Background: an optimization exercise with open tools, aiming at small area and a short achievable clock period. Do not read the settings as production practice.
Function was checked by simulation only, so behaviour that the tests miss may differ from the original.
Power is estimated from default activity; no workload was simulated.

==> flow/design.v (outline; a module is shown in full before it is edited, if it fits) <==
// module fdiv_mul: 1282 lines
module fdiv_mul #(
   parameter int unsigned FINV_LAT = 3
) (
   input  logic        clk,
   input  logic        rst,
   input  logic        in_valid,
   input  logic [31:0] x,
   input  logic [31:0] y,
   input  logic [31:0] y_inv,
   output logic        out_valid,
   output logic [31:0] q,
   output logic        dbz
);
  // ...
==> flow/flow/run.sh <==
#!/bin/bash
# The standard layout (standard.sh, with its unchanged synthesis), plus:
#  - flow/outbuf.tcl (PRE_RESIZE hook): sizes the output-port buffers up.
#  - flow/fapol.py: after synthesis, choose each full adder's polarity to drop
#    the inverters Yosys leaves between adders (registers untouched).
# The SDC (clock period, I/O delays, loads) is not touched.
set -euo pipefail
cat flow/settings.mk >> config.mk
echo "export PRE_RESIZE_TCL = $PWD/flow/outbuf.tcl" >> config.mk
bash standard.sh synth > synth.log 2>&1
R=orfs/results/sky130hd/fdiv_mul/base
cp $R/1_2_yosys.v $R/1_2_yosys.orig.v
python3 flow/fapol.py $R/1_2_yosys.orig.v $R/1_2_yosys.v > fapol.log 2>&1
rm -f $R/1_synth.odb $R/1_synth.sdc
bash standard.sh > standard.log 2>&1
==> flow/flow/fapol.py <==
#!/usr/bin/env python3
"""Full-adder polarity pass on a Yosys gate-level netlist (sky130hd cells).

A full adder is self-dual: FA(~a, ~b, ~c) = (~cout, ~sum). Yosys's adder
extraction often leaves an inverter on each adder-to-adder connection. This
pass picks, for each fa_* cell, whether to flip it (feed it the complements of
its inputs; its outputs then carry the complements) so that the number of
inverters needed is smallest, then rewires the netlist with at most one
inverter per signal and polarity. Registers, ports and every other cell are
kept as they are; the logic function at every register and port is unchanged.

usage: fapol.py IN.v OUT.v
"""
import re
import sys
from collections import defaultdict

src = open(sys.argv[1]).read()
m = re.search(r"^(.*?\);\n)(.*?)(^\s*sky130_fd_sc_hd__.*)(endmodule\s*)$", src, re.S | re.M)
head_ports, decls, body, tail = m.group(1), m.group(2), m.group(3), m.group(4)

inst_re = re.compile(r"^\s*(sky130_fd_sc_hd__\w+)\s+(\\\S+ |\S+)\s*\((.*?)\);\s*$", re.S | re.M)
pin_re = re.compile(r"\.(\w+)\(\s*(.*?)\s*\)(?=\s*,|\s*$)", re.S)
cells = {}
order = []
for im in inst_re.finditer(body):
    typ, name, pins = im.group(1), im.group(2), im.group(3)
    pd = {}
    for pm in pin_re.finditer(pins):
        pd[pm.group(1)] = pm.group(2).strip()
    cells[name] = [typ, pd]
    order.append(name)
# every instance must have been parsed
assert len(order) == body.count("sky130_fd_sc_hd__"), "netlist parse mismatch"

OUTS = {"Y", "X", "Q", "Q_N", "SUM", "COUT", "HI", "LO"}
is_inv = lambda t: re.search(r"__(inv|clkinv|clkinvlp)_\d+$", t) is not None
is_fa = lambda t: re.search(r"__fa_\d+$", t) is not None

ports = set()
for pm in re.finditer(r"^\s*(input|output|inout)\s+(\[\d+:\d+\]\s+)?(\S+);", head_ports + decls, re.M):
    ports.add(pm.group(3))


def base(net):
    return re.sub(r"\[\d+\]$", "", net.strip())


def is_port(net):
    return base(net) in ports or net.startswith("1'b")


driver = {}
loads = defaultdict(list)
for n in order:
    typ, pd = cells[n]
    for p, net in pd.items():
        if p in OUTS:
            driver[net] = (n, p)
        else:
            loads[net].append((n, p))

# classes: follow inverters back to a root net
root = {}


def find(net):
    if net in root:
        return root[net]
    d = driver.get(net)
    if d and is_inv(cells[d[0]][0]):
        r, par = find(cells[d[0]][1]["A"])
        root[net] = (r, par ^ 1)
    else:
        root[net] = (net, 0)
    return root[net]


allnets = set(driver) | set(loads)
members = defaultdict(list)
for net in allnets:
    r, par = find(net)
    members[r].append((net, par))

frozen = set()
for r, ms in members.items():
    if any(is_port(net) for net, _ in ms) or r not in driver:
        frozen.add(r)

fas = [n for n in order if is_fa(cells[n][0])]
flip = {f: False for f in fas}


def class_loads(r):
    """(cell, pin, parity needed) for every non-inverter load in the class."""
    out = []
    for net, par in members[r]:
        for (c, p) in loads[net]:
            if is_inv(cells[c][0]):
                continue
            out.append((c, p, par))
    return out


cl_cache = {r: class_loads(r) for r in members}


def cost(r):
    dcell, dpin = driver[r]
    dp = 1 if (dcell in flip and flip[dcell]) else 0
    for c, p, par in cl_cache[r]:
        need = par ^ (1 if (c in flip and flip[c]) else 0)
        if need != dp:
            return 1
    return 0


def touched(f):
    pd = cells[f][1]
    rs = set()
    for p in ("A", "B", "CIN", "SUM", "COUT"):
        rs.add(find(pd[p])[0])
    return rs


orig_inv = sum(1 for n in order if is_inv(cells[n][0]))
okfa = [f for f in fas if not (touched(f) & frozen)]
# simulated annealing over the flips, from a fixed seed (deterministic)
import math
import random
rng = random.Random(1)
tc = {f: touched(f) for f in okfa}
total = sum(cost(r) for r in members if r not in frozen and r in driver)
best = total
best_flip = dict(flip)
N = 200000
passes = N
for it in range(N):
    temp = 2.0 * (1 - it / N) + 0.01
    f = okfa[rng.randrange(len(okfa))]
    rs = tc[f]
    before = sum(cost(r) for r in rs)
    flip[f] = not flip[f]
    d = sum(cost(r) for r in rs) - before
    if d <= 0 or rng.random() < math.exp(-d / temp):
        total += d
        if total < best:
            best = total
            best_flip = dict(flip)
    else:
        flip[f] = not flip[f]
flip = best_flip
nflip = sum(flip.values())
# rebuild every class touched by a flipped adder
dirty = set()
for f in fas:
    if flip[f]:
        dirty |= touched(f)
new_wires = []
removed = set()
ninv_new = [0]
for r in dirty:
    assert r not in frozen
    dcell, dpin = driver[r]
    dp = 1 if (dcell in flip and flip[dcell]) else 0
    invs = []
    for net, par in members[r]:
        d = driver.get(net)
        if d and is_inv(cells[d[0]][0]):
            invs.append(d[0])
    need_other = False
    for c, p, par in cl_cache[r]:
        need = par ^ (1 if (c in flip and flip[c]) else 0)
        if need != dp:
            need_other = True
    inv_net = None
    if need_other:
        if invs:
            keep = invs[0]
            inv_net = cells[keep][1]["Y"]
            cells[keep][1]["A"] = r
            invs = invs[1:]
        else:
            ninv_new[0] += 1
            keep = f"_fapol_inv{ninv_new[0]}_"
            inv_net = f"_fapol_n{ninv_new[0]}_"
            new_wires.append(inv_net)
            cells[keep] = ["sky130_fd_sc_hd__inv_1", {"A": r, "Y": inv_net}]
            order.append(keep)
    for c in invs:
        removed.add(c)
    for c, p, par in cl_cache[r]:
        need = par ^ (1 if (c in flip and flip[c]) else 0)
        cells[c][1][p] = r if need == dp else inv_net

out_inv = sum(1 for n in order if is_inv(cells[n][0]) and n not in removed)
sys.stderr.write(f"fapol: {len(fas)} adders, {nflip} flipped in {passes} passes, inverters {orig_inv} -> {out_inv}\n")

lines = [head_ports, decls]
for w in new_wires:
    lines.append(f"  wire {w};\n")
for n in order:
    if n in removed:
        continue
    typ, pd = cells[n]
    pins = ",\n".join(f"    .{p}({net + ' ' if net.startswith(chr(92)) else net})" for p, net in pd.items())
    lines.append(f"  {typ} {n} (\n{pins}\n  );\n")
lines.append(tail)
open(sys.argv[2], "w").write("".join(lines))
==> flow/flow/outbuf.tcl <==
# Size each output port's buffer up (the output paths set the period here).
set block [ord::get_db_block]
foreach bterm [$block getBTerms] {
  if {[$bterm getIoType] != "OUTPUT"} { continue }
  set net [$bterm getNet]
  foreach iterm [$net getITerms] {
    if {![$iterm isOutputSignal]} { continue }
    set inst [$iterm getInst]
    if {[string match "sky130_fd_sc_hd__buf_*" [[$inst getMaster] getName]]} {
      replace_cell [$inst getName] sky130_fd_sc_hd__buf_6
    }
  }
}
==> flow/flow/settings.mk <==
export SETUP_SLACK_MARGIN = 6.22
export CTS_ARGS = -sink_clustering_enable -repair_clock_nets -dont_use_dummy_load
export BUFFER_PORTS_ARGS = -buffer_cell sky130_fd_sc_hd__buf_1
==> flow/standard.sh <==
#!/bin/bash
# synth_recipe.tcl (not shown) runs the flow's synth.tcl, then flattens the netlist and writes it again
# the make line also repeats each setting of config.mk as NAME=value (left out here)
make -C /OpenROAD-flow-scripts/flow DESIGN_CONFIG=/design/flow/config.mk WORK_HOME=/design/flow/orfs CLKGATE_MAP_FILE= SYNTH_SCRIPT=/design/flow/synth_recipe.tcl "${@:-finish}"
==> flow/config.mk <==
export PLATFORM = sky130hd
export DESIGN_NAME = fdiv_mul
export DESIGN_NICKNAME = fdiv_mul
export VERILOG_FILES = /design/flow/design.v
export SDC_FILE = /design/flow/constraint.sdc
export NUM_CORES = 4
export LEC_CHECK = 0
export CAP_MARGIN = 20
export CORE_MARGIN = 2
export CORE_UTILIZATION = 40
export PLACE_DENSITY = 0.7
export SLEW_MARGIN = 20
export SETUP_SLACK_MARGIN = 6.22
export CTS_ARGS = -sink_clustering_enable -repair_clock_nets -dont_use_dummy_load
export BUFFER_PORTS_ARGS = -buffer_cell sky130_fd_sc_hd__buf_1
export PRE_RESIZE_TCL = /design/flow/flow/outbuf.tcl
==> flow/constraint.sdc <==
create_clock -name core_clock -period 9.0 [get_ports {clk}]
set_input_delay 1.8000 -clock core_clock [delete_from_list [all_inputs] [get_ports {clk}]]
set_output_delay 1.8000 -clock core_clock [all_outputs]
set_load 0.01 [all_outputs]
==> qor.yml, run 1 <==
routed.top_layer: "met5"
htree_levels: 2
largest_reg_flops: 137
hold_ws_ns: 0.305
post-cts-setup-buffers: 8
clk_latency_ns: 0.58
setup_ws_ns: 6.17
crit_type: "reg -> out"
r2r_start: "bneg[5]"
placed_area_um2: 25200
inverters_excl_clock: 187
maxSlewHeadroom_pct: 63.8
largest_cell_class: "multi-input combinational cells"
die_h_um: 248
power_frac_comb_pct: 44.3
critPathArrivalTime_ns: 1.03
final_core_util_pct: 46.0
taps: 773
wl_met3_mm: 6.52
pwr-share-clk_pct: 18.9
r2r_slack_ns: 6.25
synth_nets: 2488
buffer_area_share_pct: 5.19
use_met2_pct: 31.0
avgSynthCellArea_um2: 11.6
vias: 15795
syn2layout_area_growth_pct: 13.9
first_global_vias: 16736
finalCritPeriodShare_pct: 31.4
grt_usage_pct: 19.3
cpPeakStageDelay_ns: 0.34
clkbuf_count: 48
status: "no timing/DRC/antenna violations"
min-delay-start: "side2[10]"
gr-usage-met1_pct: 23.7
==> inputs of run 2 (changes only) <==
--- a/flow/config.mk
+++ b/flow/config.mk
@@ -9,5 +9,4 @@
 export CORE_MARGIN = 2
 export CORE_UTILIZATION = 40
-export PLACE_DENSITY = 0.7
 export SLEW_MARGIN = 20
 export SETUP_SLACK_MARGIN = 6.22
==> run 2 against run 1 <==
  * Sequential share of layout area is 0.16 points lower
  * Utilization hardly changed
  * Register-to-register slack better by 0.03 ns
  * Area after synthesis stayed put
  * Via count is 1.0% lower
  * First-iteration DRC count is 18% lower
  * Non-clock buffer count is 5 higher
  * Largest power group unchanged
  * Highest routed layer is now met4
==> qor.yml, run 2 <==
drive_gt1_share_pct: 11.2  # about the same
syn_inst: 2052  # unchanged
cpPeakStageDelay_ns: 0.35  # was 0.34 ns
cp_cell_sequence: "buf_6"  # unchanged
cp_num_buf_inv: 1  # unchanged
vias: 15633  # was 15795
cts.hold.buffers_added: 0  # unchanged
cts_made_buffers: 50  # was 48
clk_pin_slew_ns: 0.06  # about the same
cap_violations: 0  # unchanged
top_regs: "t1_q x137, t2_q x65"  # unchanged
first_global_vias: 16712  # was 16736
tightest_slew_ns: 0.565  # was 0.542 ns
viasPerCell: 5.38  # was 5.45
status: "no timing/DRC/antenna violations"  # unchanged
finalNetCount: 2572  # was 2565
final_common_cell: "dfxtp_1"  # unchanged
start_kind: "flop"  # unchanged
wl_per_cell_um: 20.7  # was 20.5 um
ant_nets: 0  # unchanged
rsz0062_at_grt: "true"  # unchanged
crit_slowest_cell: "dfxtp_2"  # unchanged
largest_reg_flops: 137  # unchanged
wl_met1_mm: 24.2  # was 23.2 mm
antenna_found_initial: 0  # was 2
hold_class: "reg -> reg"  # unchanged
fin_crit_ns: 2.83  # about the same
required_ns: 7.20  # about the same
largest_register: "t1_q"  # unchanged
grt_pass1_wl_mm: 93.4  # was 91.5 mm
synth_nets: 2488  # unchanged
nFillCells: 5298  # was 5227
grt_max_degree: 27  # unchanged
core_area_um2: 58900  # unchanged
post-place-ws_ns: 5.50  # was 5.55 ns
initial_utilization_pct: 40.4  # unchanged
wl_met2_mm: 28.0  # was 27.1 mm
critPathArrivalTime_ns: 1.03  # about the same
avgSynthCellArea_um2: 11.6  # unchanged
cpLargestDelayFamily: "flip-flops"  # unchanged
setup_violations: 0  # unchanged
synth_warnings: 1  # unchanged
overflow: 0  # unchanged
fmax_mhz: 353  # was 354 MHz
fp.dieW_um: 248  # unchanged
detail_route.iter0.violations: 1101  # was 1349
ir_worst_vdd_v: 0.000183  # was 0.000218 V
p_per_area_nw_per_um2: 325  # about the same
grt_usage_pct: 19.8  # was 19.3%
io_buffers: 109  # unchanged
maxSlewHeadroom_pct: 61.4  # was 63.8%
setup_ws_ns: 6.17  # about the same
drt_first_pass_iters: 6  # unchanged
end_kind: "output pin"  # unchanged
ios: 133  # unchanged
min-delay-start: "d3[30]"  # was side2[10]
detail_route.wirelength_mm: 60.2  # was 59.5 mm
slew_viol_final: 0  # unchanged
layout_common_cells: "dfxtp_1, xnor2_1, fa_1"  # unchanged
p_leak_nw: 10.9  # was 10.8 nW
startpoint: "q[4]"  # was q[3]
drc: 0  # unchanged
dp_hpwl_mm: 39.3  # was 38.6 mm
syn2layout_area_growth_pct: 14.0  # was 13.9%
finalCritPeriodShare_pct: 31.5  # was 31.4%
r2r_start: "btwo[6]"  # was bneg[5]
clk_latency_ns: 0.58  # about the same
routed.top_layer: "met4"  # was met5
routabilityCongestion: 0.855  # was 0.905
cts.sinks: 478  # unchanged
netlist_area_um2: 23800  # unchanged
crit_type: "reg -> out"  # unchanged
die_h_um: 248  # unchanged
htree_levels: 2  # unchanged
die-area_um2: 61400  # unchanged
fin_tns_setup_ns: 0  # unchanged
fp-row-count: 89  # unchanged
cts_buffer_depth: 3  # unchanged
wl_met3_mm: 5.17  # was 6.52 mm
tritoncts: "built"  # unchanged
crit_path_max_fanout: 1  # unchanged
ctsRootBufferMaster: "clkbuf_16"  # unchanged
finalHoldViolations: 0  # unchanged
fin_worst_skew_ns: 0.0345  # was 0.0356 ns
run 2: cell count changes in the layout (fill, tap and decap cells not counted), moves of 4 or more:
| cell | before | now |
|---|---|---|
| buf_12 | 9 | 5 |
| dfxtp_4 | 18 | 8 |
| buf_6 | 53 | 60 |
| buf_8 | 3 | 7 |
| dfxtp_1 | 426 | 434 |
run 2: per-stage QoR:
step           std cells  area, um2  hold slack (ns)  total power, mW  utilization (%)
2_1_floorplan       2052      23800            0.310             5.69                -
3_3_place_gp        2843      25000            0.310             6.87             42.5
3_5_place_dp        2843      25300            0.312             7.10             42.9
4_1_cts             2898      26800            0.313             8.91             45.5
5_1_grt             2907      27100            0.317             9.66             46.0
6_report            2908      27100            0.308             8.81             46.0
run 2: power by group:
| group | switching (mW) | total (mW) | internal [mW] |
|---|---|---|---|
| registers | 0.363 | 3.21 | 2.84 |
| clock network | 0.728 | 1.70 | 0.967 |
| logic | 2.10 | 3.91 | 1.81 |
run 2: final timing paths:
kind         endpoint  slack (ns)  cells past startpoint
max reg2reg  t1_q[74]        6.28                      7
max              q[4]        6.17                      1
min            d4[30]        0.31                      0
min reg2reg    d4[30]        0.31                      0
run 2: repair_timing:
item                                   CTS  global route
buffers inserted                         5             8
gates cloned                             0             1
endpoints found under the hold margin    0             0
setup endpoints to repair              152            72
pin swaps                                1             6
resized for setup                       80            66
run 2: worst register-to-register path, stage by stage, from the launching register on:
cell	delay, ns
dfxtp_1	0.31
buf_4	0.35
a22oi_1	0.19
xnor2_1	0.17
fa_1	0.43
fa_1	0.49
fa_1	0.63
inv_1	0.05
run 2: final cells by class:
| type | count | area [um2] | share of cell area, % |
|---|---|---|---|
| timing repair buffer | 177 | 1410 | 5.18 |
| inverter | 187 | 737 | 2.72 |
| clock buffer | 50 | 1250 | 4.61 |
| antenna | 1 | 2.50 | 0.00923 |
| sequential | 478 | 9640 | 35.6 |
| tap | 773 | 967 | 3.57 |
| multi-input combinational | 1242 | 13100 | 48.4 |
run 2: per-layer routing:
layer / up-vias / track usage [%]
li1: 6945 / -
met1: 7765 / 24.5
met2: 718 / 32.6
met3: 205 / 4.39
met4: 0 / 9.51
met5: - / 0
==> inputs of run 3 (changes only) <==
--- a/flow/flow/run.sh
+++ b/flow/flow/run.sh
@@ -1,5 +1,5 @@
 #!/bin/bash
 # The standard layout (standard.sh, with its unchanged synthesis), plus:
-#  - flow/outbuf.tcl (PRE_RESIZE hook): sizes the output-port buffers up.
+#  - flow/outbuf.tcl (PRE_RESIZE hook): sizes the output-port buffers (buf_4).
 #  - flow/fapol.py: after synthesis, choose each full adder's polarity to drop
 #    the inverters Yosys leaves between adders (registers untouched).
--- a/flow/flow/outbuf.tcl
+++ b/flow/flow/outbuf.tcl
@@ -8,5 +8,5 @@
     set inst [$iterm getInst]
     if {[string match "sky130_fd_sc_hd__buf_*" [[$inst getMaster] getName]]} {
-      replace_cell [$inst getName] sky130_fd_sc_hd__buf_6
+      replace_cell [$inst getName] sky130_fd_sc_hd__buf_4
     }
   }
==> run 3 against run 2 <==
  * Area after synthesis unchanged
  * First-iteration DRC count rose by 25%
  * Sequential cell count stayed put
  * Count of clock-buffer cells in the layout shrank 2
  * Power is 0.21% lower
  * Fmax hardly changed
  * Critical endpoint is now q[1]
  * Largest cell class unchanged
  * Largest power group unchanged
==> qor.yml, run 3 <==
die-area_um2: 61400  # unchanged
finalNetCount: 2564  # was 2572
synth_nets: 2488  # unchanged
die_h_um: 248  # unchanged
ios: 133  # unchanged
diodes: 0  # was 1
largest_reg_flops: 137  # unchanged
finalHoldViolations: 0  # unchanged
detail_route.iter0.violations: 1378  # was 1101
grt_usage_pct: 20.2  # was 19.8%
cp_cell_sequence: "buf_6"  # unchanged
cts.hold.buffers_added: 0  # unchanged
start_kind: "flop"  # unchanged
routabilityCongestion: 0.857  # was 0.855
setup_violations: 0  # unchanged
critPathArrivalTime_ns: 1.03  # about the same
p_per_area_nw_per_um2: 324  # was 325 nW/um2
fp.dieW_um: 248  # unchanged
antenna_found_initial: 2  # was 0
r2r_slack_ns: 6.27  # was 6.28 ns
syn_inst: 2052  # unchanged
initial_utilization_pct: 40.4  # unchanged
nFillCells: 5358  # was 5298
p_leak_nw: 10.8  # was 10.9 nW
status: "no timing/DRC/antenna violations"  # unchanged
post-place-ws_ns: 5.47  # was 5.50 ns
wl_per_cell_um: 21.1  # was 20.7 um
slew_viol_final: 0  # unchanged
final_common_cell: "dfxtp_1"  # unchanged
grt_pass1_wl_mm: 94.8  # was 93.4 mm
r2r_start: "bone[6]"  # was btwo[6]
end_kind: "output pin"  # unchanged
dp_hpwl_mm: 39.6  # was 39.3 mm
maxSlewHeadroom_pct: 65.9  # was 61.4%
htree_levels: 2  # unchanged
r2r_cells: 7  # unchanged
core_area_um2: 58900  # unchanged
io_buffers: 109  # unchanged
finalCritPeriodShare_pct: 31.4  # was 31.5%
drive_gt1_share_pct: 11.1  # was 11.2%
min-delay-start: "side2[11]"  # was d3[30]
avgSynthCellArea_um2: 11.6  # unchanged
netlist_area_um2: 23800  # unchanged
totalPowerFinal_mw: 8.79  # was 8.81 mW
hold_class: "reg -> reg"  # unchanged
cp_num_buf_inv: 1  # unchanged
cpLargestDelayFamily: "flip-flops"  # unchanged
overflow: 0  # unchanged
clk_pin_slew_ns: 0.05  # was 0.06 ns
fin_tns_setup_ns: 0  # unchanged
first_global_vias: 16782  # was 16712
grt_max_degree: 27  # unchanged
syn2layout_area_growth_pct: 14.0  # about the same
layout_common_cells: "dfxtp_1, xnor2_1, fa_1"  # unchanged
setup_ws_ns: 6.17  # about the same
tritoncts: "built"  # unchanged
rsz0062_at_grt: "true"  # unchanged
cpPeakStageDelay_ns: 0.35  # about the same
drt_first_pass_iters: 6  # unchanged
clk_latency_ns: 0.58  # about the same
crit_path_max_fanout: 1  # unchanged
cts_made_buffers: 48  # was 50
synth_warnings: 1  # unchanged
fp-row-count: 89  # unchanged
cts_buffer_depth: 3  # unchanged
fin_crit_ns: 2.83  # about the same
timing.rr.end: "t1_q[69]"  # was t1_q[74]
ant_nets: 0  # unchanged
fmax_mhz: 353  # about the same
ctsRootBufferMaster: "clkbuf_16"  # unchanged
hold_end: "side3[11]"  # was d4[30]
ir_worst_vdd_v: 0.000200  # was 0.000183 V
crit_slowest_cell: "dfxtp_2"  # unchanged
hold_path_depth: 0  # unchanged
cap_violations: 0  # unchanged
crit_type: "reg -> out"  # unchanged
required_ns: 7.20  # about the same
fin_worst_skew_ns: 0.0247  # was 0.0345 ns
detail_route.wirelength_mm: 61.3  # was 60.2 mm
vias: 15719  # was 15633
top_regs: "t1_q x137, t2_q x65"  # unchanged
drc: 0  # unchanged
tightest_slew_ns: 0.510  # was 0.565 ns
cts.sinks: 478  # unchanged
largest_register: "t1_q"  # unchanged
viasPerCell: 5.42  # was 5.38
==> run 3: worst max path at each step <==
stage | depth (start not counted) | slack, ns | to | from
finish | 1 | 6.17 | q[1] | q[1]
global route | 1 | 6.14 | q[2] | q[2]
CTS | 8 | 6.10 | q[21] | t2_q[20]
detailed placement | 8 | 5.47 | q[21] | t2_q[4]
global placement | 6 | 5.51 | t1_q[56] | bneg[10]
floorplan | 8 | 6.20 | t1_q[35] | bneg[0]
==> run 3: worst reg2reg max path, cell delays in order (launching register included) <==
cell	delay, ns
dfxtp_1	0.30
buf_4	0.38
a22oi_1	0.17
xnor2_1	0.22
fa_1	0.46
fa_1	0.52
fa_1	0.54
inv_1	0.04
==> run 3: report_power, final <==
group / leakage (nW) / internal, mW / total (mW) / switching (mW)
Sequential: 4.03 / 2.84 / 3.21 / 0.374
Clock: 0.592 / 0.930 / 1.66 / 0.733
Combinational: 6.23 / 1.81 / 3.91 / 2.11
==> run 3: layout make-up <==
cell class	count	area (um2)	share of cell area [%]
multi-input cells	1242	13100	48.5
flip-flops and latches	478	9660	35.6
repair buffers	171	1410	5.20
clock buffers	48	1200	4.43
well taps	773	967	3.57
inverters	187	731	2.69
==> run 3: what timing repair did <==
action                                 CTS  global route
gates resized for setup                115            92
pin swaps                                0             3
setup buffers                            5             7
endpoints found under the hold margin    0             0
setup endpoints to repair              153            79
==> run 3: routing by layer <==
metal | vias to the layer above | global-route usage, % | part of all wire [%]
li1 | 6925 | - | -
met1 | 7770 | 25.6 | 40
met2 | 803 | 32.9 | 47
met3 | 221 | 4.03 | 8.6
met4 | 0 | 9.49 | 4.3
met5 | - | 0 | 0
==> run 3: metrics by stage <==
| stage | std cells | util (%) | area (um2) | hold slack [ns] |
|---|---|---|---|---|
| final | 2899 | 46.0 | 27100 | 0.312 |
| after floorplan | 2052 | - | 23800 | 0.310 |
| after global routing | 2899 | 46.0 | 27100 | 0.316 |
| after global placement | 2839 | 42.4 | 25000 | 0.310 |
| after detailed placement | 2839 | 42.6 | 25100 | 0.312 |
| after CTS | 2892 | 45.3 | 26700 | 0.317 |
==> inputs of run 4 (changes only) <==
--- a/flow/flow/run.sh
+++ b/flow/flow/run.sh
@@ -1,5 +1,5 @@
 #!/bin/bash
 # The standard layout (standard.sh, with its unchanged synthesis), plus:
-#  - flow/outbuf.tcl (PRE_RESIZE hook): sizes the output-port buffers (buf_4).
+#  - flow/outbuf.tcl (PRE_RESIZE hook): sizes the output-port buffers up.
 #  - flow/fapol.py: after synthesis, choose each full adder's polarity to drop
 #    the inverters Yosys leaves between adders (registers untouched).
--- a/flow/flow/outbuf.tcl
+++ b/flow/flow/outbuf.tcl
@@ -8,5 +8,5 @@
     set inst [$iterm getInst]
     if {[string match "sky130_fd_sc_hd__buf_*" [[$inst getMaster] getName]]} {
-      replace_cell [$inst getName] sky130_fd_sc_hd__buf_4
+      replace_cell [$inst getName] sky130_fd_sc_hd__buf_6
     }
   }
==> flow/flow/settings.mk (replaced) <==
export SETUP_SLACK_MARGIN = 6.22
export CTS_ARGS = -sink_clustering_enable -repair_clock_nets -dont_use_dummy_load -sink_clustering_size 24 -sink_clustering_max_diameter 80
export BUFFER_PORTS_ARGS = -buffer_cell sky130_fd_sc_hd__buf_1
--- a/flow/config.mk
+++ b/flow/config.mk
@@ -11,5 +11,5 @@
 export SLEW_MARGIN = 20
 export SETUP_SLACK_MARGIN = 6.22
-export CTS_ARGS = -sink_clustering_enable -repair_clock_nets -dont_use_dummy_load
+export CTS_ARGS = -sink_clustering_enable -repair_clock_nets -dont_use_dummy_load -sink_clustering_size 24 -sink_clustering_max_diameter 80
 export BUFFER_PORTS_ARGS = -buffer_cell sky130_fd_sc_hd__buf_1
 export PRE_RESIZE_TCL = /design/flow/flow/outbuf.tcl
==> run 4 against run 3 <==
  * Fmax decreased by 0.51%
  * Sequential power barely moved
  * Sequential cell count unchanged
  * Sequential share of layout area increased by 0.41 points
  * Register-to-register slack barely moved
  * Design area down 1.1%
  * Area after synthesis unchanged
  * Non-clock buffer count up 16
  * Setup slack got worse by 0.015 ns
  * Critical path type unchanged
  * Critical endpoint is now q[2]
  * Largest cell class unchanged
  * Largest power group unchanged
==> qor.yml, run 4 <==
wl_per_cell_um: 20.9  # was 21.1 um
end_kind: "output pin"  # unchanged
overflow: 0  # unchanged
drc: 0  # unchanged
cp_num_buf_inv: 1  # unchanged
tritoncts: "built"  # unchanged
final_common_cell: "dfxtp_1"  # unchanged
fp.dieW_um: 248  # unchanged
post-place-ws_ns: 5.45  # was 5.47 ns
largest_reg_flops: 137  # unchanged
hold_path_depth: 0  # unchanged
fin_worst_skew_ns: 0.0515  # was 0.0247 ns
critPathArrivalTime_ns: 1.04  # was 1.03 ns
cp_cell_sequence: "buf_6"  # unchanged
slew_viol_final: 0  # unchanged
clk_pin_slew_ns: 0.09  # was 0.05 ns
grt_pass1_wl_mm: 93.8  # was 94.8 mm
synth_warnings: 1  # unchanged
drt_first_pass_iters: 6  # unchanged
ctsRootBufferMaster: "clkbuf_16"  # unchanged
layout_common_cells: "dfxtp_1, xnor2_1, fa_1"  # unchanged
fin_crit_ns: 2.84  # was 2.83 ns
detail_route.wirelength_mm: 60.6  # was 61.3 mm
setup_ws_ns: 6.16  # was 6.17 ns
setup_violations: 0  # unchanged
hold_class: "reg -> reg"  # unchanged
crit_type: "reg -> out"  # unchanged
synth_nets: 2488  # unchanged
clk_latency_ns: 0.60  # was 0.58 ns
cts_buffer_depth: 3  # unchanged
p_leak_nw: 10.7  # was 10.8 nW
nFillCells: 5302  # was 5358
syn2layout_area_growth_pct: 12.7  # was 14.0%
fp-row-count: 89  # unchanged
syn_inst: 2052  # unchanged
finalHoldViolations: 0  # unchanged
r2r_cells: 7  # unchanged
fin_tns_setup_ns: 0  # unchanged
htree_levels: 1  # was 2
finalCritPeriodShare_pct: 31.6  # was 31.4%
dp_hpwl_mm: 39.6  # about the same
hold_ws_ns: 0.280  # was 0.312 ns
crit_slowest_cell: "dfxtp_2"  # unchanged
vias: 15600  # was 15719
die-area_um2: 61400  # unchanged
min-delay-start: "d2[30]"  # was side2[11]
cap_violations: 0  # unchanged
ios: 133  # unchanged
startpoint: "q[2]"  # was q[1]
ant_nets: 0  # unchanged
status: "no timing/DRC/antenna violations"  # unchanged
top_regs: "t1_q x137, t2_q x65"  # unchanged
regArea_um2: 9660  # about the same
tightest_slew_ns: 0.510  # about the same
io_buffers: 109  # unchanged
fmax_mhz: 352  # was 353 MHz
die_h_um: 248  # unchanged
core_area_um2: 58900  # unchanged
diodes: 0  # unchanged
grt_max_degree: 27  # unchanged
avgSynthCellArea_um2: 11.6  # unchanged
initial_utilization_pct: 40.4  # unchanged
start_kind: "flop"  # unchanged
totalPowerFinal_mw: 8.41  # was 8.79 mW
crit_path_max_fanout: 1  # unchanged
ir_worst_vdd_v: 0.000238  # was 0.000200 V
grt_usage_pct: 19.8  # was 20.2%
maxSlewHeadroom_pct: 65.8  # was 65.9%
multi_input_area_um2: 13100  # about the same
required_ns: 7.20  # about the same
cpLargestDelayFamily: "flip-flops"  # unchanged
drive_gt1_share_pct: 11.2  # was 11.1%
antenna_found_initial: 1  # was 2
r2r_start: "d4[18]"  # was bone[6]
first_global_vias: 16512  # was 16782
path_depth: 1  # unchanged
netlist_area_um2: 23800  # unchanged
largest_register: "t1_q"  # unchanged
cts.sinks: 478  # unchanged
routabilityCongestion: 0.860  # was 0.857
detail_route.iter0.violations: 1120  # was 1378
finalNetCount: 2561  # was 2564
rsz0062_at_grt: "true"  # unchanged
p_per_area_nw_per_um2: 314  # was 324 nW/um2
viasPerCell: 5.39  # was 5.42
cts_made_buffers: 29  # was 48
cpPeakStageDelay_ns: 0.36  # was 0.35 ns
-- run 4: metal layers --
layer	vias up	share of wire, %	global-route usage [%]
met1	7749	40	25.2
met4	0	4.3	7.87
met5	-	0	0
li1	6908	-	-
met2	757	47	33.0
met3	186	8.4	3.77
-- run 4: worst paths after layout --
path         endpoint  slack (ns)
min reg2reg    d3[30]        0.28
min            d3[30]        0.28
max              q[2]        6.16
max reg2reg  t1_q[56]        6.28
-- run 4: area by class of cell --
| type | instances | share of cell area [%] |
|---|---|---|
| Multi-Input combinational cell | 1242 | 49.0 |
| Clock buffer | 29 | 2.71 |
| Timing Repair Buffer | 187 | 5.92 |
| Sequential cell | 478 | 36.0 |
| Tap cell | 773 | 3.61 |
| Inverter | 187 | 2.74 |
-- run 4: metrics by stage --
| stage | cell area, um2 | cells | utilization [%] |
|---|---|---|---|
| 2_1_floorplan | 23800 | 2052 | - |
| 3_3_place_gp | 25000 | 2840 | 42.4 |
| 3_5_place_dp | 25200 | 2840 | 42.9 |
| 4_1_cts | 26300 | 2878 | 44.6 |
| 5_1_grt | 26800 | 2896 | 45.5 |
| 6_report | 26800 | 2896 | 45.5 |
-- run 4: where the power goes --
group	switching, mW	internal [mW]
clock	0.649	0.567
sequential	0.368	2.84
combinational	2.14	1.85
total	3.15	5.26
-- run 4: what timing repair did --
| item | in CTS | in global routing |
|---|---|---|
| pin swaps | 0 | 8 |
| buffers inserted | 9 | 17 |
| gates cloned | 0 | 1 |
| endpoints found under the setup margin | 164 | 69 |
| endpoints found under the hold margin | 0 | 0 |
| gates resized for setup | 79 | 90 |
| hold buffers | 0 | 0 |
==> inputs of run 5 (changes only) <==
==> flow/flow/settings.mk (replaced) <==
export SETUP_SLACK_MARGIN = 6.15
export CTS_ARGS = -sink_clustering_enable -repair_clock_nets -dont_use_dummy_load -root_buf sky130_fd_sc_hd__clkbuf_16 -buf_list sky130_fd_sc_hd__clkbuf_8
export BUFFER_PORTS_ARGS = -buffer_cell sky130_fd_sc_hd__buf_1
--- a/flow/config.mk
+++ b/flow/config.mk
@@ -10,6 +10,6 @@
 export CORE_UTILIZATION = 40
 export SLEW_MARGIN = 20
-export SETUP_SLACK_MARGIN = 6.22
-export CTS_ARGS = -sink_clustering_enable -repair_clock_nets -dont_use_dummy_load -sink_clustering_size 24 -sink_clustering_max_diameter 80
+export SETUP_SLACK_MARGIN = 6.15
+export CTS_ARGS = -sink_clustering_enable -repair_clock_nets -dont_use_dummy_load -root_buf sky130_fd_sc_hd__clkbuf_16 -buf_list sky130_fd_sc_hd__clkbuf_8
 export BUFFER_PORTS_ARGS = -buffer_cell sky130_fd_sc_hd__buf_1
 export PRE_RESIZE_TCL = /design/flow/flow/outbuf.tcl
==> run 5 against run 4 <==
  * Sequential power hardly changed
  * Critical endpoint is now t1_q[56]
  * Highest routed layer unchanged
  * Still clean
  * Cell count is 0.93% higher
  * Setup slack worse by 0.0059 ns
==> qor.yml, run 5 <==
ctsRootBufferMaster: "clkbuf_16"  # unchanged
ios: 133  # unchanged
placed_area_um2: 25200  # about the same
cts.hold.buffers_added: 0  # unchanged
grt_usage_pct: 20.1  # was 19.8%
final_common_cell: "dfxtp_1"  # unchanged
die-area_um2: 61400  # unchanged
first_global_vias: 16979  # was 16512
synth_nets: 2488  # unchanged
start_kind: "flop"  # unchanged
crit_slowest_cell: "fa_1"  # was dfxtp_2
p_leak_nw: 10.7  # about the same
crit_type: "reg -> reg"  # was reg -> out
slew_viol_final: 0  # unchanged
required_ns: 9.44  # was 7.20 ns
tightest_slew_ns: 0.509  # was 0.510 ns
antenna_found_initial: 0  # was 1
fin_tns_setup_ns: 0  # unchanged
fin_worst_skew_ns: 0.0400  # was 0.0515 ns
avgSynthCellArea_um2: 11.6  # unchanged
fp.dieW_um: 248  # unchanged
core_area_um2: 58900  # unchanged
timing.rr.end: "t1_q[56]"  # unchanged
fp-row-count: 89  # unchanged
htree_levels: 3  # was 1
min-delay-start: "d2[28]"  # was d2[30]
cts_made_buffers: 80  # was 29
grt_max_degree: 27  # unchanged
tritoncts: "built"  # unchanged
rsz0062_at_grt: "true"  # unchanged
hold_end: "d3[28]"  # was d3[30]
synth_warnings: 1  # unchanged
top_regs: "t1_q x137, t2_q x65"  # unchanged
r2r_cells: 7  # unchanged
setup_ws_ns: 6.15  # was 6.16 ns
cpPeakStageDelay_ns: 0.65  # was 0.36 ns
initial_utilization_pct: 40.4  # unchanged
dp.cells: 2837  # was 2840
post-place-ws_ns: 5.51  # was 5.45 ns
largest_register: "t1_q"  # unchanged
die_h_um: 248  # unchanged
hold_ws_ns: 0.291  # was 0.280 ns
dp_hpwl_mm: 39.2  # was 39.6 mm
cp_cell_sequence: "buf_6 > inv_4 > xnor2_1 > fa_1 > fa_1 > fa_1 > inv_1"  # was buf_6
cts.sinks: 478  # unchanged
ir_worst_vdd_v: 0.000178  # was 0.000238 V
ant_nets: 0  # unchanged
finalCritPeriodShare_pct: 31.7  # was 31.6%
io_buffers: 109  # unchanged
largest_reg_flops: 137  # unchanged
cp_common_cell: "fa_1"
layout_common_cells: "dfxtp_1, xnor2_1, fa_1"  # unchanged
cap_violations: 0  # unchanged
syn_inst: 2052  # unchanged
maxSlewHeadroom_pct: 65.8  # about the same
final_core_util_pct: 45.4  # was 45.5%
wl_per_cell_um: 20.6  # was 20.9 um
fmax_mhz: 351  # was 352 MHz
r2r_slack_ns: 6.15  # was 6.28 ns
hold_class: "reg -> reg"  # unchanged
overflow: 0  # unchanged
totalPowerFinal_mw: 8.71  # was 8.41 mW
drc: 0  # unchanged
hold_path_depth: 0  # unchanged
finalHoldViolations: 0  # unchanged
setup_violations: 0  # unchanged
drt_first_pass_iters: 6  # unchanged
viasPerCell: 5.36  # was 5.39
status: "no timing/DRC/antenna violations"  # unchanged
fin_cells: 2923  # was 2896
critPathArrivalTime_ns: 3.29  # was 1.04 ns
postLayoutCellArea_um2: 26800  # about the same
clk_latency_ns: 0.57  # was 0.60 ns
detail_route.iter0.violations: 1214  # was 1120
end_kind: "flop"  # was output pin
cts_buffer_depth: 3  # unchanged
finalNetCount: 2587  # was 2561
syn2layout_area_growth_pct: 12.5  # was 12.7%
p_per_area_nw_per_um2: 325  # was 314 nW/um2
grt_pass1_wl_mm: 94.3  # was 93.8 mm
fin_crit_ns: 2.85  # was 2.84 ns
netlist_area_um2: 23800  # unchanged
r2r_start: "bneg[8]"  # was d4[18]
drive_gt1_share_pct: 10.5  # was 11.2%
detail_route.wirelength_mm: 60.1  # was 60.6 mm
vias: 15673  # was 15600
clk_pin_slew_ns: 0.06  # was 0.09 ns
routabilityCongestion: 0.852  # was 0.860
crit_path_max_fanout: 18  # was 1
[run 5: report_power, final]
group	switching, mW	leakage (nW)	internal, mW	total, mW
clock	0.747	0.621	0.872	1.62
combinational	2.09	6.09	1.79	3.88
sequential	0.375	4.03	2.83	3.21
[run 5: worst max-delay path: cells and delay by family (launching register included)]
kind | cells | cell delay [ns]
buffers and inverters | 3 | 0.59
adders and majority gates | 3 | 1.63
DFF | 1 | 0.30
xor gates and xnor gates | 1 | 0.18
[run 5: worst max path at each step]
stage,cells after the start,endpoint,startpoint,slack [ns]
final,7,t1_q[56],bneg[8],6.15
after global routing,7,t1_q[56],d4[14],6.08
after detailed placement,7,q[20],t2_q[4],5.51
after CTS,7,t1_q[56],bneg[2],6.15
after floorplan,8,t1_q[56],bneg[3],6.16
after global placement,6,t1_q[56],bneg[9],5.42
[run 5: cell type report]
| type | instances | area, um2 |
|---|---|---|
| repair buffers | 162 | 1160 |
| well taps | 773 | 967 |
| inverters | 187 | 719 |
| clock buffers | 80 | 1200 |
| flip-flops and latches | 478 | 9630 |
| diodes | 1 | 2.50 |
| fillers | 5413 | 32100 |
| multi-input cells | 1242 | 13100 |
[run 5: what timing repair did]
item,4_1_cts,5_1_grt
pin swaps,0,3
gates cloned,0,0
setup endpoints to repair,131,29
setup buffers,4,1
gates resized for setup,54,29
[run 5: per-layer routing]
metal	global-route usage [%]	share of wire, %	wire, um
met1	24.4	39	23600
met2	32.0	46	27500
met3	6.62	10	6250
met4	9.81	4.6	2760
met5	0	0	0

[afterwards: timing with drivers on the ports]
No port has a modelled driver above. Below, the same layouts with a new extraction and two added sets of constraints. Step 1 (the two cells are an assumption about what drives the block):
set clk [get_ports {clk}]
set_driving_cell -lib_cell sky130_fd_sc_hd__clkbuf_16 $clk
set_driving_cell -lib_cell sky130_fd_sc_hd__buf_2 [delete_from_list [all_inputs] $clk]
Step 2 moves the port delays by t, midway between the first and last clock arrival at a register: inputs arrive t later, outputs are due t later. That takes back most of the time a late clock gives input paths. a / b / c = no drivers / after step 1 / after step 2; a / b = the first two.
run	shift t [ns]	setup WS [ns]	clock arrival spread, ns	worst slew at a driven data input, ns
run 1	0.623	6.174 / 6.116 / 6.251	0.041 / 0.041	0.05
run 2	0.619	6.169 / 6.113 / 6.276	0.035 / 0.035	0.05
run 3	0.624	6.171 / 6.115 / 6.266	0.028 / 0.028	0.05
run 4	0.626	6.156 / 6.098 / 6.281	0.064 / 0.064	0.05
run 5	0.610	6.151 / 6.132 / 6.151	0.041 / 0.042	0.05
After both steps setup and hold are still met in every run listed.
